This is an optimization exercise on Yosys and OpenROAD, whose aim is small area and a short achievable clock period, not a production implementation.
In this exercise RTL edits were held to simulation tests only and were not proved equivalent to the original.
Power is estimated from default activity; no workload was simulated.

==> flow/design.v (excerpt) <==
module cycle_uart_in #(
    parameter int WORD_SIZE = 32,
    parameter int WORD_PART = 8,
    parameter int MEM_SIZE  = 64,
    parameter int CLQ_FREQ  = 1_843_200,
    parameter int BAUD_RATE = 115200
) (
    input  logic                 clock,
    input  logic                 reset,
    input  logic                 sig,
    output logic [WORD_SIZE-1:0] data_out,
    output logic                 valid_out,
    input  logic                 ready_in,
    output logic                 full,
    output logic                 empty,
    output logic                 frame_err,
    output logic                 overflow
);
make LEC_CHECK=0 CAP_MARGIN=20 CORE_MARGIN=2 CORE_UTILIZATION=60 CTS_CLUSTER_DIAMETER=80 CTS_CLUSTER_SIZE=26 SETUP_SLACK_MARGIN=1.85 SLEW_MARGIN=20 finish   # period 4.0 ns
run.sh (not shown) runs the stock make flow with config.mk's settings and CLKGATE_MAP_FILE= SYNTH_SCRIPT=/design/flow/synth_recipe.tcl, a recipe that flattens the netlist after the stock synthesis.
Change:
--- a/flow/config.mk
+++ b/flow/config.mk
@@ -11,4 +11,4 @@
 export CTS_CLUSTER_DIAMETER = 80
-export CTS_CLUSTER_SIZE = 26
-export SETUP_SLACK_MARGIN = 1.85
+export CTS_CLUSTER_SIZE = 30
+export SETUP_SLACK_MARGIN = 2.0
 export SLEW_MARGIN = 20
After rerunning: Sequential share of layout area fell by 1.7 points; worst setup slack improved by 0.12 ns; total power fell by 1.2%.
Change:
--- a/flow/config.mk
+++ b/flow/config.mk
@@ -9,5 +9,5 @@
 export CORE_MARGIN = 2
-export CORE_UTILIZATION = 60
+export CORE_UTILIZATION = 65
 export CTS_CLUSTER_DIAMETER = 80
-export CTS_CLUSTER_SIZE = 30
+export CTS_CLUSTER_SIZE = 26
 export SETUP_SLACK_MARGIN = 2.0
Die area is lower by 7.6%.
Synthesized area stays the same.
Wire length is lower by 3.3%.
Synthesized cell count is unchanged.
Worst setup slack improved by 0.0031 ns.
Via count hardly moves.
Critical path depth does not change.
Utilization is higher by 4.8 points.
Cell count is lower by 2.0%.
Total power is higher by 0.77%.
Register-to-register slack stays flat.
Change:
--- a/flow/config.mk
+++ b/flow/config.mk
@@ -11,3 +11,3 @@
 export CTS_CLUSTER_DIAMETER = 80
-export CTS_CLUSTER_SIZE = 26
+export CTS_CLUSTER_SIZE = 30
 export SETUP_SLACK_MARGIN = 2.0
What happened: Wire length is lower by 0.40%; clock power drops by about 4%; setup slack improved by 0.0044 ns.


Setup of main:
Starting RTL as in the previous note.
Settings: LEC_CHECK=0, CAP_MARGIN=0, CORE_MARGIN=2, CORE_UTILIZATION=60, CTS_CLUSTER_DIAMETER=80, CTS_CLUSTER_SIZE=26, SETUP_SLACK_MARGIN=2.0, SLEW_MARGIN=0; clock period 4.0 ns.
For the feature branch, these inputs were changed with respect to main:
- changing SLEW_MARGIN from 0 to 20
- changing CAP_MARGIN from 0 to 20
- setting TNS_END_PERCENT to 30 for the first time
==> comparison <==
- Summary of the feature branch over main: data arrival at the endpoint of the critical path roughly the same; clock network latency to the later pin of the worst-skew pair about even; combinational share of power saw little to no change; wire length shrank by about 1.1%; worst setup slack saw a decrease.
- main has higher total buffers and inverters traversed by the critical path than the feature branch.
- Area growth from synthesis to final layout on the feature branch is down relative to main.


## build 35
The RTL this note starts from:
==> flow/design.v <==
`default_nettype none
module cycle_uart_in #(
    parameter int WORD_SIZE = 32,
    parameter int WORD_PART = 8,
    parameter int MEM_SIZE  = 64,
    parameter int CLQ_FREQ  = 1_843_200,
    parameter int BAUD_RATE = 115200
) (
    input  logic                 clock,
    input  logic                 reset,
    input  logic                 sig,
    output logic [WORD_SIZE-1:0] data_out,
    output logic                 valid_out,
    input  logic                 ready_in,
    output logic                 full,
    output logic                 empty,
    output logic                 frame_err,
    output logic                 overflow
);
    localparam int CLKS_PER_BIT = CLQ_FREQ / BAUD_RATE;
    localparam int HALF_BIT     = CLKS_PER_BIT / 2;
    localparam int NUM_PARTS    = WORD_SIZE / WORD_PART;
    localparam int CNT_W        = (CLKS_PER_BIT > 1) ? $clog2(CLKS_PER_BIT) : 1;
    localparam int BIT_W        = (WORD_PART > 1) ? $clog2(WORD_PART) : 1;
    localparam int PART_W       = (NUM_PARTS > 1) ? $clog2(NUM_PARTS) : 1;
    localparam int ADDR_W       = (MEM_SIZE > 1) ? $clog2(MEM_SIZE) : 1;
    localparam logic [CNT_W-1:0]  CNT_LAST   = CNT_W'(CLKS_PER_BIT - 1);
    localparam logic [CNT_W-1:0]  CNT_HALF   = CNT_W'(HALF_BIT - 1);
    localparam logic [BIT_W-1:0]  BIT_LAST   = BIT_W'(WORD_PART - 1);
    localparam logic [PART_W-1:0] PART_LAST  = PART_W'(NUM_PARTS - 1);
    localparam logic [ADDR_W:0]   COUNT_FULL = (ADDR_W + 1)'(MEM_SIZE);
    typedef enum logic [2:0] {
        ST_ARM,
        ST_IDLE,
        ST_START,
        ST_DATA,
        ST_STOP
    } state_t;
    logic                 sig_meta_q, sig_meta_d;
    logic                 sig_s_q, sig_s_d;
    logic                 sig_prev_q, sig_prev_d;
    state_t               state_q, state_d;
    logic [CNT_W-1:0]     cnt_q, cnt_d;
    logic [BIT_W-1:0]     bit_idx_q, bit_idx_d;
    logic [WORD_PART-1:0] shift_q, shift_d;
    logic                 byte_stb_q, byte_stb_d;
    logic                 ferr_q, ferr_d;
    logic [PART_W-1:0]    part_q, part_d;
    logic [WORD_SIZE-1:0] word_q, word_d;
    logic                 push_q, push_d;
    localparam int RING_N = MEM_SIZE - 1;
    logic [WORD_SIZE-1:0] ring_q [RING_N];
    logic [RING_N-1:0]    sel_q, sel_d;
    logic [ADDR_W-1:0]    wpos_q, wpos_d;    
    logic                 pend_q, pend_d;    
    logic [ADDR_W:0]      count_q, count_d;
    logic                 full_q, full_d;
    logic                 empty_q, empty_d;
    logic                 full_o, empty_o, valid_o;
    logic                 ovf_q, ovf_d;
    logic [WORD_SIZE-1:0] out_q;
    logic                 sel_ring, sel_word, sel_hold;
    logic                 do_pop;
    logic                 do_push;
    logic                 ring_wr;
    logic                 next_is_word;
    logic [WORD_SIZE-1:0] ring_next;
    always_comb begin
        sig_meta_d = sig;
        sig_s_d    = sig_meta_q;
        sig_prev_d = sig_s_q;
    end
    always_comb begin
        state_d    = state_q;
        cnt_d      = cnt_q;
        bit_idx_d  = bit_idx_q;
        shift_d    = shift_q;
        byte_stb_d = 1'b0;
        ferr_d     = 1'b0;
        case (state_q)
            ST_ARM: begin
                if (!sig_s_q) begin
                    cnt_d = '0;
                end else if (cnt_q == CNT_LAST) begin
                    cnt_d   = '0;
                    state_d = ST_IDLE;
                end else begin
                    cnt_d = cnt_q + 1'b1;
                end
            end
            ST_IDLE: begin
                if (sig_prev_q && !sig_s_q) begin
                    cnt_d   = '0;
                    state_d = ST_START;
                end
            end
            ST_START: begin
                if (cnt_q == CNT_HALF) begin
                    cnt_d     = '0;
                    bit_idx_d = '0;
                    state_d   = sig_s_q ? ST_IDLE : ST_DATA;
                end else begin
                    cnt_d = cnt_q + 1'b1;
                end
            end
            ST_DATA: begin
                if (cnt_q == CNT_LAST) begin
                    cnt_d   = '0;
                    shift_d = WORD_PART'({sig_s_q, shift_q} >> 1);
                    if (bit_idx_q == BIT_LAST) begin
                        state_d = ST_STOP;
                    end else begin
                        bit_idx_d = bit_idx_q + 1'b1;
                    end
                end else begin
                    cnt_d = cnt_q + 1'b1;
                end
            end
            ST_STOP: begin
                if (cnt_q == CNT_LAST) begin
                    cnt_d = '0;
                    if (sig_s_q) begin
                        byte_stb_d = 1'b1;
                        state_d    = ST_IDLE;
                    end else begin
                        ferr_d  = 1'b1;
                        state_d = ST_ARM;
                    end
                end else begin
                    cnt_d = cnt_q + 1'b1;
                end
            end
            default: begin
                cnt_d   = '0;
                state_d = ST_ARM;
            end
        endcase
    end
    always_comb begin
        word_d = word_q;
        part_d = part_q;
        push_d = 1'b0;
        if (ferr_q) begin
            part_d = '0;
        end else if (byte_stb_q) begin
            word_d = (word_q << WORD_PART) | WORD_SIZE'(shift_q);
            if (part_q == PART_LAST) begin
                part_d = '0;
                push_d = 1'b1;
            end else begin
                part_d = part_q + 1'b1;
            end
        end
    end
    always_comb begin
        do_pop  = !empty_q && ready_in;
        do_push = push_q && (!full_q || do_pop);
        ovf_d   = ovf_q | (push_q && !do_push);
        case ({do_push, do_pop})
            2'b10:   count_d = count_q + 1'b1;
            2'b01:   count_d = count_q - 1'b1;
            default: count_d = count_q;
        endcase
        if (do_push) begin
            full_d  = do_pop ? full_q : (count_q == COUNT_FULL - 1'b1);
            empty_d = do_pop ? empty_q : 1'b0;
        end else begin
            full_d  = do_pop ? 1'b0 : full_q;
            empty_d = do_pop ? (count_q == (ADDR_W + 1)'(1)) : empty_q;
        end
        sel_d = do_pop ? sel_q : {sel_q[0], sel_q[RING_N-1:1]};
        if (do_push) begin
            wpos_d = wpos_q;
        end else if (wpos_q == '0) begin
            wpos_d = ADDR_W'(RING_N - 1);
        end else begin
            wpos_d = wpos_q - 1'b1;
        end
        ring_wr = pend_q && (wpos_q == ADDR_W'(1));
        pend_d  = (pend_q && !ring_wr) || do_push;
        next_is_word = (count_q == (ADDR_W + 1)'(1)) || (pend_q && count_q == (ADDR_W + 1)'(2));
        ring_next = '0;
        for (int p = 0; p < RING_N; p++) begin
            ring_next = ring_next | (ring_q[p] & {WORD_SIZE{sel_q[p]}});
        end
        sel_ring = do_pop && !next_is_word;
        sel_word = do_pop ? next_is_word : empty_q;
        sel_hold = !do_pop && !empty_q;
    end
    always_ff @(posedge clock) begin
        for (int j = 0; j < RING_N - 1; j++) begin
            ring_q[j] <= ring_q[j+1];
        end
        ring_q[RING_N-1] <= ring_wr ? word_q : ring_q[0];
    end
    always_ff @(posedge clock) begin
        shift_q   <= shift_d;
        bit_idx_q <= bit_idx_d;
        word_q    <= word_d;
        out_q     <= ({WORD_SIZE{sel_ring}} & ring_next) | ({WORD_SIZE{sel_word}} & word_q) |
                     ({WORD_SIZE{sel_hold}} & out_q);
    end
    always_ff @(posedge clock) begin
        if (reset) begin
            sig_meta_q <= 1'b1;
            sig_s_q    <= 1'b1;
            sig_prev_q <= 1'b1;
            state_q    <= ST_ARM;
            cnt_q      <= '0;
            byte_stb_q <= 1'b0;
            ferr_q     <= 1'b0;
            part_q     <= '0;
            push_q     <= 1'b0;
            pend_q     <= 1'b0;
            sel_q      <= RING_N'(1);
            wpos_q     <= ADDR_W'(RING_N - 1);
            count_q    <= '0;
            full_q     <= 1'b0;
            empty_q    <= 1'b1;
            full_o     <= 1'b0;
            empty_o    <= 1'b1;
            valid_o    <= 1'b0;
            ovf_q      <= 1'b0;
        end else begin
            sig_meta_q <= sig_meta_d;
            sig_s_q    <= sig_s_d;
            sig_prev_q <= sig_prev_d;
            state_q    <= state_d;
            cnt_q      <= cnt_d;
            byte_stb_q <= byte_stb_d;
            ferr_q     <= ferr_d;
            part_q     <= part_d;
            push_q     <= push_d;
            pend_q     <= pend_d;
            sel_q      <= sel_d;
            wpos_q     <= wpos_d;
            count_q    <= count_d;
            full_q     <= full_d;
            empty_q    <= empty_d;
            full_o     <= (do_push && !do_pop && count_q == COUNT_FULL - 1'b1) ||
                          (full_q && !(do_pop && !do_push));
            empty_o    <= (do_pop && !do_push && count_q == (ADDR_W + 1)'(1)) ||
                          (empty_q && !do_push);
            valid_o    <= !((do_pop && !do_push && count_q == (ADDR_W + 1)'(1)) ||
                            (empty_q && !do_push));
            ovf_q      <= ovf_d;
        end
    end
    assign data_out  = out_q;
    assign valid_out = valid_o;
    assign full      = full_o;
    assign empty     = empty_o;
    assign frame_err = ferr_q;
    assign overflow  = ovf_q;
endmodule
`default_nettype wire
Settings: LEC_CHECK=0, CAP_MARGIN=20, CORE_MARGIN=2, CORE_UTILIZATION=60, CTS_CLUSTER_DIAMETER=80, CTS_CLUSTER_SIZE=30, GPL_TIMING_DRIVEN=0, SETUP_SLACK_MARGIN=2.0, SLEW_MARGIN=20; clock period 4.0 ns.
Both conditions hold for build 35: the flow ran to the end and the final layout passed the timing, design-rule and antenna checks.
For build 3, these inputs were changed with respect to build 35:
# build 35
export LEC_CHECK = 0
export CAP_MARGIN = 20
export CORE_MARGIN = 2
export CORE_UTILIZATION = 60
export CTS_CLUSTER_DIAMETER = 80
export CTS_CLUSTER_SIZE = 30
export GPL_TIMING_DRIVEN = 0
export SETUP_SLACK_MARGIN = 2.0
export SLEW_MARGIN = 20
create_clock -name core_clock -period 4.0 [get_ports {clock}]
# build 3
export LEC_CHECK = 0
export CAP_MARGIN = 20
export CORE_MARGIN = 2
export CORE_UTILIZATION = 60
export CTS_CLUSTER_DIAMETER = 80
export CTS_CLUSTER_SIZE = 26
export SETUP_SLACK_MARGIN = 2.0
export SLEW_MARGIN = 20
create_clock -name core_clock -period 4.0 [get_ports {clock}]
==> comparison <==
When build 3 is measured against build 35, its per-cell via count in the routed design turns out about 4% lower.
Re total power: build 3 and build 35 aren't equal, and the lower value belongs to build 35.
Arrival time of data at the critical path endpoint ends up higher on build 35.
Summary of build 3 over build 35: final HPWL from detailed placement now smaller, register fraction of the total cell area grew by 6.1 points.
Summary of build 3 over build 35: wire length has decreased, final critical-path required period shows a reduction of 0.29 ns.
Min vias after detailed routing across build 3 and build 35: build 3
The inputs of build 37 differ from those of build 3 as listed below.
# build 3
export LEC_CHECK = 0
export CAP_MARGIN = 20
export CORE_MARGIN = 2
export CORE_UTILIZATION = 60
export CTS_CLUSTER_DIAMETER = 80
export CTS_CLUSTER_SIZE = 26
export SETUP_SLACK_MARGIN = 2.0
export SLEW_MARGIN = 20
create_clock -name core_clock -period 4.0 [get_ports {clock}]
# build 37
export LEC_CHECK = 0
export CAP_MARGIN = 20
export CORE_MARGIN = 2
export CORE_UTILIZATION = 60
export CTS_CLUSTER_DIAMETER = 80
export CTS_CLUSTER_SIZE = 26
export SETUP_SLACK_MARGIN = 2.0
export SLEW_MARGIN = 20
export TNS_END_PERCENT = 0
create_clock -name core_clock -period 4.0 [get_ports {clock}]
Notes after the runs:
Build 37: all stages complete, timing, DRC and antenna checks passed. Going from build 3 to build 37, final-layout clock buffer total went down 3, required time of the critical path has decreased, tightest hold margin lower, minimum clock period after layout grew by 0.10 ns. Build 37 vs. build 3: total power draw was more or less identical, final antenna diode count went down by 12, largest vdd supply drop went down by 54 uV. In build 37 the tightest slew margin relative to the limit turned out 1.4 points lower than in build 3. STATUS routed wire length: build 37 wins against build 3. For the share of the core filled with cells in the final layout, build 37 came in 1.5 points lower than build 3 did. Part of the cycle the worst path needs: build 37 vs build 3 up 2.5 points. Run comparison: build 3 launching element of the worst setup path count_q[2]; build 37 launching element of the worst setup path sel_q[37].

afterwards: timing with drivers on the ports:
In the flow no input, the clock included, has a driving cell. The finished layouts below were timed again as built, in two steps.
Step 1 sets driving cells, clkbuf_16 on the clock port and buf_2 on the other inputs (assumed; they add their load-dependent delay and slew).
Step 2 times the ports against the registers' clock, not the clock port: input delays grow and output delays shrink by t, the midpoint of the rising clock arrivals with the driver on.
Three values: ideal, step 1, step 2; two values: the first two.
run | t (ns) | slack for setup (ns) | worst setup path after step 2
the first run of note 1 | 0.786 | 1.820 / 1.793 / 1.238 | input to register
the second run of note 1 | 0.784 | 1.938 / 1.871 / 1.330 | input to register
the third run of note 1 | 0.772 | 1.941 / 1.879 / 1.345 | input to register
the fourth run of note 1 | 0.752 | 1.945 / 1.899 / 1.338 | input to register
main | 0.790 | 1.878 / 1.878 / 1.310 | input to register
the feature branch | 0.782 | 1.856 / 1.856 / 1.338 | input to register
build 35 | 0.793 | 1.654 / 1.654 / 1.157 | input to register
build 3 | 0.782 | 1.945 / 1.878 / 1.332 | input to register
build 37 | 0.791 | 1.843 / 1.797 / 1.260 | input to register
After both steps every run listed still meets setup and hold. For build 3, which loses most, drivers alone change the setup slack by -0.067 ns; drivers and shift together by -0.613 ns.
